This is an optimization exercise on Yosys and OpenROAD, whose aim is small area, not a production implementation. In this exercise RTL edits were held to simulation tests only and were not proved equivalent to the original.

**design/flow/config.mk**
```make
export PLATFORM = sky130hd
export DESIGN_NAME = farrow_interp
export DESIGN_NICKNAME = farrow_interp
export VERILOG_FILES = /design/flow/design.v
export SDC_FILE = /design/flow/constraint.sdc
export NUM_CORES = 4
export LEC_CHECK = 0
export CAP_MARGIN = 20
export CORE_MARGIN = 2
export CORE_UTILIZATION = 40
export SLEW_MARGIN = 20
```
**design/flow/run.sh**
```bash
#!/bin/bash
# synth_recipe.tcl (not shown) runs the flow's synth.tcl, then flattens the netlist and writes it again
# the make line also repeats each setting of config.mk as NAME=value (left out here)
make -C /OpenROAD-flow-scripts/flow DESIGN_CONFIG=/design/flow/config.mk WORK_HOME=/design/flow/orfs CLKGATE_MAP_FILE= SYNTH_SCRIPT=/design/flow/synth_recipe.tcl finish
```
**design/flow/design.v**
```verilog
package farrow_pkg;
    localparam int FARROW_COEF_W    = 16;
    localparam int FARROW_COEF_FRAC = 14;
    localparam logic signed [FARROW_COEF_W-1:0] K6 = 16'sd2731;
    localparam logic signed [FARROW_COEF_W-1:0] K3 = 16'sd5461;
    localparam logic signed [FARROW_COEF_W-1:0] K2 = 16'sd8192;
    localparam logic signed [FARROW_COEF_W-1:0] K1 = 16'sd16384;
    typedef enum logic {FARROW_CUBIC = 1'b0, FARROW_LINEAR = 1'b1} farrow_mode_e;
    function automatic integer acc_width(input integer data_w, input integer coef_w);
        acc_width = data_w + coef_w + 2;
    endfunction
endpackage
module farrow_horner_stage #(
    parameter int ACC_W = 34,
    parameter int MU_W  = 16,
    parameter int SEL   = 0       
) (
    input  logic                    clk,
    input  logic                    rst,
    input  logic                    en,
    input  logic                    flush,
    input  logic                    vld_in,
    input  logic signed [ACC_W-1:0] h_in,
    input  logic        [MU_W-1:0]  mu_in,
    input  logic      [3*ACC_W-1:0] coef_in,
    output logic                    vld_out,
    output logic signed [ACC_W-1:0] h_out,
    output logic        [MU_W-1:0]  mu_out,
    output logic      [3*ACC_W-1:0] coef_out
);
    localparam int P_W = ACC_W + MU_W + 1;
    localparam logic signed [P_W-1:0] RND = P_W'(1) << (MU_W - 1);
    logic signed [P_W-1:0]   prod;
    logic signed [P_W-1:0]   rnd;
    logic signed [ACC_W-1:0] c_sel;
    logic signed [ACC_W-1:0] h_nxt;
    always_comb begin
        prod  = P_W'(h_in) * P_W'($signed({1'b0, mu_in}));
        rnd   = prod + RND;
        c_sel = coef_in[SEL*ACC_W +: ACC_W];
        h_nxt = ACC_W'(rnd >>> MU_W) + c_sel;
    end
    always_ff @(posedge clk or negedge rst) begin
        if (!rst) begin
            vld_out  <= 1'b0;
            h_out    <= '0;
            mu_out   <= '0;
            coef_out <= '0;
        end else begin
            if (en) begin
                vld_out  <= vld_in;
                h_out    <= h_nxt;
                mu_out   <= mu_in;
                coef_out <= coef_in;
            end
            if (flush) vld_out <= 1'b0;
        end
    end
endmodule
module farrow_interp #(
    parameter int DATA_W    = 16,
    parameter int MU_W      = 16,
    parameter int COEF_W    = farrow_pkg::FARROW_COEF_W,
    parameter int COEF_FRAC = farrow_pkg::FARROW_COEF_FRAC
) (
    input  logic                     clk,
    input  logic                     rst,
    input  logic                     flush,
    input  logic                     in_valid,
    output logic                     in_ready,
    input  logic signed [DATA_W-1:0] data_in,
    input  logic        [MU_W-1:0]   mu_in,
    input  logic                     mode_in,
    output logic                     out_valid,
    input  logic                     out_ready,
    output logic signed [DATA_W-1:0] data_out,
    output logic                     sat_out
);
    localparam int ACC_W = farrow_pkg::acc_width(DATA_W, COEF_W);
    localparam logic signed [ACC_W-1:0] OUT_RND = ACC_W'(1) << (COEF_FRAC - 1);
    localparam int HI_W = ACC_W - COEF_FRAC - DATA_W + 1;
    logic ready_en, adv, take;
    logic out_valid_q, sat_q;
    logic signed [DATA_W-1:0] data_q;
    logic signed [DATA_W-1:0] xm1, x0, x1, x2;
    logic [1:0]               prime;
    logic                     s0_vld;
    logic [MU_W-1:0]          s0_mu;
    farrow_pkg::farrow_mode_e             s0_mode;
    logic                     s1_vld;
    logic [MU_W-1:0]          s1_mu;
    logic signed [ACC_W-1:0]  s1_c3;
    logic [3*ACC_W-1:0]       s1_coef;
    logic signed [ACC_W-1:0]  em1, e0, e1, e2, c0_n, c1_n, c2_n, c3_n;
    logic                     s2_vld, s3_vld, s4_vld;
    logic signed [ACC_W-1:0]  s2_h, s3_h, s4_h;
    logic [MU_W-1:0]          s2_mu, s3_mu;
    logic [3*ACC_W-1:0]       s2_coef, s3_coef;
    logic signed [ACC_W-1:0]  y_rnd;
    logic                     y_ovf;
    logic signed [DATA_W-1:0] y_sat;
    assign adv          = !out_valid_q || out_ready;
    assign in_ready = ready_en && adv;
    assign take         = in_valid && in_ready && !flush;
    assign out_valid = out_valid_q;
    assign data_out  = data_q;
    assign sat_out   = sat_q;
    always_ff @(posedge clk or negedge rst) begin
        if (!rst) ready_en <= 1'b0;
        else      ready_en <= 1'b1;
    end
    always_ff @(posedge clk or negedge rst) begin
        if (!rst) begin
            {xm1, x0, x1, x2} <= '0;
            prime   <= '0;
            s0_vld  <= 1'b0;
            s0_mu   <= '0;
            s0_mode <= farrow_pkg::FARROW_CUBIC;
        end else if (flush) begin
            {xm1, x0, x1, x2} <= '0;
            prime   <= '0;
            s0_vld  <= 1'b0;
        end else begin
            if (adv) s0_vld <= take && (prime == 2'd3);
            if (take) begin
                xm1     <= x0;
                x0      <= x1;
                x1      <= x2;
                x2      <= data_in;
                s0_mu   <= mu_in;
                s0_mode <= farrow_pkg::farrow_mode_e'(mode_in);
                if (prime != 2'd3) prime <= prime + 2'd1;
            end
        end
    end
    always_comb begin
        em1  = ACC_W'(xm1);
        e0   = ACC_W'(x0);
        e1   = ACC_W'(x1);
        e2   = ACC_W'(x2);
        c0_n = e0 <<< COEF_FRAC;
        if (s0_mode == farrow_pkg::FARROW_LINEAR) begin
            c3_n = '0;
            c2_n = '0;
            c1_n = ACC_W'(farrow_pkg::K1) * (e1 - e0);
        end else begin
            c1_n = -(ACC_W'(farrow_pkg::K3) * em1) - ACC_W'(farrow_pkg::K2) * e0 + ACC_W'(farrow_pkg::K1) * e1 - ACC_W'(farrow_pkg::K6) * e2;
            c2_n =   ACC_W'(farrow_pkg::K2) * em1  - ACC_W'(farrow_pkg::K1) * e0 + ACC_W'(farrow_pkg::K2) * e1;
            c3_n = -(ACC_W'(farrow_pkg::K6) * em1) + ACC_W'(farrow_pkg::K2) * e0 - ACC_W'(farrow_pkg::K2) * e1 + ACC_W'(farrow_pkg::K6) * e2;
        end
    end
    always_ff @(posedge clk or negedge rst) begin
        if (!rst) begin
            s1_vld  <= 1'b0;
            s1_mu   <= '0;
            s1_c3   <= '0;
            s1_coef <= '0;
        end else begin
            if (adv) begin
                s1_vld  <= s0_vld;
                s1_mu   <= s0_mu;
                s1_c3   <= c3_n;
                s1_coef <= {c2_n, c1_n, c0_n};
            end
            if (flush) s1_vld <= 1'b0;
        end
    end
    farrow_horner_stage #(.ACC_W(ACC_W), .MU_W(MU_W), .SEL(2)) u_s2 (
        .clk(clk), .rst(rst), .en(adv), .flush(flush),
        .vld_in(s1_vld), .h_in(s1_c3), .mu_in(s1_mu), .coef_in(s1_coef),
        .vld_out(s2_vld), .h_out(s2_h), .mu_out(s2_mu), .coef_out(s2_coef)
    );
    farrow_horner_stage #(.ACC_W(ACC_W), .MU_W(MU_W), .SEL(1)) u_s3 (
        .clk(clk), .rst(rst), .en(adv), .flush(flush),
        .vld_in(s2_vld), .h_in(s2_h), .mu_in(s2_mu), .coef_in(s2_coef),
        .vld_out(s3_vld), .h_out(s3_h), .mu_out(s3_mu), .coef_out(s3_coef)
    );
    farrow_horner_stage #(.ACC_W(ACC_W), .MU_W(MU_W), .SEL(0)) u_s4 (
        .clk(clk), .rst(rst), .en(adv), .flush(flush),
        .vld_in(s3_vld), .h_in(s3_h), .mu_in(s3_mu), .coef_in(s3_coef),
        .vld_out(s4_vld), .h_out(s4_h), .mu_out(), .coef_out()
    );
    always_comb begin
        y_rnd = s4_h + OUT_RND;
        y_ovf = (y_rnd[ACC_W-1 -: HI_W] != {HI_W{y_rnd[ACC_W-1]}});
        if (y_ovf) y_sat = y_rnd[ACC_W-1] ? {1'b1, {(DATA_W-1){1'b0}}} : {1'b0, {(DATA_W-1){1'b1}}};
        else       y_sat = y_rnd[COEF_FRAC +: DATA_W];
    end
    always_ff @(posedge clk or negedge rst) begin
        if (!rst) begin
            out_valid_q <= 1'b0;
            data_q      <= '0;
            sat_q       <= 1'b0;
        end else begin
            if (adv) begin
                out_valid_q <= s4_vld;
                if (s4_vld) begin
                    data_q <= y_sat;
                    sat_q  <= y_ovf;
                end
            end
            if (flush) out_valid_q <= 1'b0;
        end
    end
endmodule
```
**design/flow/constraint.sdc**
```tcl
create_clock -name core_clock -period 12.0 [get_ports {clk}]
set_input_delay 2.4000 -clock core_clock [delete_from_list [all_inputs] [get_ports {clk}]]
set_output_delay 2.4000 -clock core_clock [all_outputs]
set_load 0.01 [all_outputs]
```
==> run notes <==
==> flip-flops by register name, indices dropped and copies added (netlist names), 2 cells and up <==
name	flops
s1_coef	69
u_s3.mu_out	16
s1_c3	34
u_s2.mu_out	16
u_s2.coef_out	50
u_s3.h_out	34
data_q	16
x1	16
s1_mu	16
x2	16
s0_mu	16
u_s2.h_out	34
prime	2
xm1	16
x0	16
u_s4.h_out	21
u_s3.coef_out	16
==> cells by family (layout without fill, tap and decap cells) <==
logic type	after synthesis	in the layout	share of synthesized area [%]
fa+ha+maj	2842	2842	53.65
other cells	2	2	0.008074
flops	413	413	11.11
simple gates	2919	2919	14.69
xor+xnor	325	325	3.075
compound gates	956	956	6.485
mux	35	35	0.4063
buf+inv	2620	2495	10.58
==> final timing paths <==
path / start / end / slack (ns) / depth (start not counted)
hold reg to reg: s0_mu[1]$_DFFE_PN0P_ / s1_mu[1]$_DFFE_PN0N_ / 0.47 / 2
hold / removal: s0_mu[1]$_DFFE_PN0P_ / s1_mu[1]$_DFFE_PN0N_ / 0.47 / 2
max in group asynchronous: rst / u_s3.mu_out[3]$_DFFE_PN0N_ / 8.02 / 3
setup reg to reg: x2[15]$_DFFE_PN0P_ / s1_coef[67]$_DFFE_PN0N_ / 1.18 / 39
setup / recovery: x2[15]$_DFFE_PN0P_ / s1_coef[67]$_DFFE_PN0N_ / 1.18 / 39
min in group asynchronous: rst / x2[0]$_DFFE_PN0P_ / 1.70 / 1
==> per-stage QoR <==
step,hold WS (ns),std cells,utilization (%),setup WS (ns)
after floorplan,0.4386,10110,-,2.517
after global placement,0.4548,12930,41.74,1.240
after detailed placement,0.4601,12930,41.75,1.231
after CTS,0.4749,13030,42.54,1.162
after global routing,0.4955,13030,42.55,0.3813
final,0.4688,13030,42.55,1.176
==> cells in the final DEF, fill, tap and decap left out, types with 9 or more instances in the layout <==
cell / synthesis / routed
a211oi_1: 32 / 32
a21boi_1: 11 / 11
a21o_1: 102 / 102
a21oi_1: 315 / 315
a22o_1: 21 / 21
a31oi_1: 17 / 17
and2_1: 803 / 803
and3_1: 26 / 25
buf_4: 1 / 100
clkbuf_16: 0 / 52
clkdlybuf4s50_1: 0 / 54
clkinv_2: 0 / 9
dfrtp_1: 413 / 398
dfrtp_2: 0 / 15
fa_1: 1910 / 1910
ha_1: 932 / 932
inv_1: 2236 / 2236
mux2_2: 22 / 22
mux2i_1: 13 / 13
nand2_1: 1603 / 1602
nand2b_1: 42 / 40
nand3_1: 59 / 59
nand4_1: 22 / 22
nor2_1: 216 / 216
nor2b_1: 30 / 29
nor3_1: 47 / 47
o211ai_1: 12 / 12
o21a_1: 46 / 46
o21ai_0: 162 / 162
o21ai_1: 77 / 77
o21bai_1: 33 / 33
o31ai_1: 24 / 24
or3_1: 18 / 18
xnor2_1: 209 / 208
xor2_1: 115 / 115
==> critical path: cells and delay by family (launching register included) <==
| kind | cells | cell delay, ns |
|---|---|---|
| xor gates and xnor gates | 2 | 0.37 |
| buffers and inverters | 7 | 0.58 |
| and+or+nand+nor | 8 | 1.31 |
| adders and majority gates | 12 | 5.39 |
| AOI/OAI and AO/OA | 10 | 2.23 |
| DFF | 1 | 0.78 |
==> layout make-up <==
cell class | instances | share of cell area (%)
Clock buffer | 68 | 1.461
Clock inverter | 30 | 0.4033
Inverter | 2237 | 8.511
Multi-Input combinational cell | 7079 | 73.86
Sequential cell | 413 | 10.49
Tap cell | 3043 | 3.859
Timing Repair Buffer | 160 | 1.410
==> per-layer routing <==
layer  GRT usage (%)  up-vias  part of all wire [%]
met5               0        -                 0.012
met4           6.515        4                   3.2
met1           29.99    34840                    43
met2           39.01     1678                    49
li1                -    30020                     -
met3           2.262      401                   4.9
==> reports/qor.yml <==
outcome:
  status: "no timing/DRC/antenna violations"
route:
  ant_nets: 0
  first_iter_violations: 4077
  vias: 66940
  drcViolationCount: 0
  detail_route.first_pass.iterations: 6
  drt-total-wl_mm: 259.6
  viasPerCell: 5.138
  wl_per_cell_um: 19.92
synthesis:
  synth_seq_cells: 413
  synth.top_cell.area_share_pct: 41.11
  yosysWarnings: 4
  yosysMostFrequentCell: "inv_1"
  postSynthCellCount: 10110
  synth_edf_count: 0
  synth_nets: 12990
  mappedNetlistArea_um2: 93010
  synth_common_cells: "2236 x inv_1, 1910 x fa_1, 1603 x nand2_1, 932 x ha_1, 803 x and2_1"
  ys.flop_type: "dfrtp_1"
  ys_seq_area_share_pct: 11.11
  yosys-top-cells-area: "fa_1 41%, ha_1 13%, dfrtp_1 11%"
  synth_area_leader_cell: "fa_1"
  syn_area_per_cell_um2: 9.198
  synth.distinct_cells: 89
  synthArstFlopShare_pct: 100.0
clock_tree:
  post_cts_resized: 0
  cts_buffer_depth: 3
  hold_buffers: 0
  clock_latency_ns: 0.68
  cts-root-buf: "clkbuf_16"
  cts_buffers: 52
  clkSinkCount: 413
  path_clk_slew_ns: 0.06
  cts_tree: "done"
  cts_setup_buffers: 0
  htree_levels: 2
global_route:
  grt_pass1_vias: 72850
  antenna_found_initial: 8
  grt_max_degree: 203
  grt_pass1_wl_mm: 417.6
  grt_overflow: 0
  grt_usage_pct: 22.57
finish:
  n_fill_cell: 22700
  diodes: 0
  final_nets: 12820
  seqCellArea_um2: 10350
  multi_input_area_um2: 72870
  fin_area_um2: 98660
  syn_to_final_growth_pct: 6.074
  layout-drive-gt1-share_pct: 2.673
floorplanning:
  dieArea_um2: 236400
  coreArea_um2: 231900
  dieHeight_um: 486.2
  die_x_um: 486.2
  ios: 57
  row_count: 177
  initial_core_util_pct: 40.11
worst_setup_path:
  slowest_delay_ns: 0.78
  cp_max_fo: 18
  start_kind: "register"
  crit_slowest_cell: "dfrtp_1"
  crit_path_end_kind: "register"
  path_class: "reg -> reg"
  critPathArrivalTime_ns: 11.35
  cpMostUsedCell: "fa_1"
  cp.required_ns: 12.53
timing:
  hold_viol: 0
  final_max_slew_viol_count: 0
  worstMarginPinSlew_ns: 1.185
  rsz0062_at_grt: "false"
  fin_skew_ns: 0.02976
  maxSlewHeadroom_pct: 20.26
  fmax_mhz: 92.39
  setup_tns_ns: 0
  fin_crit_ns: 10.82
  finalCritPeriodShare_pct: 90.20
  finalSetupViolations: 0
placed_design:
  gp_congestion: 0.9018
  dp_hpwl_mm: 209.2
  postPlaceCellArea_um2: 96810
  portBuffers: 56
flow_run:
  cap_viol_max_count: 0
hold_path:
  hp-class: "reg -> reg"

## separate check: timing with driven ports
Ports are ideal in the flow. The routed layout listed here was re-timed in OpenROAD.
Step 1, drivers: a clkbuf_16 drives clk and a buf_2 each remaining input, both assumed.
Step 2 adds t to the input delays and takes it off the output delays; t is the mean of the earliest and latest rising clock arrival at the registers after step 1. Input paths then give back, and output paths get back, about the clock's delay inside the block.
a / b / c = ideal ports / drivers / drivers and shift; a / b = the first two.
t, ns: 0.757
slack for setup (ns): 1.176 / 1.176 / 1.176
worst register clock-pin slew, ns: 0.08 / 0.08
cell pins on the clock port's net: 1
After both steps setup and hold are still met in this run. The setup slack of this run moves by 0.000 ns with the drivers and by 0.000 ns with both steps.
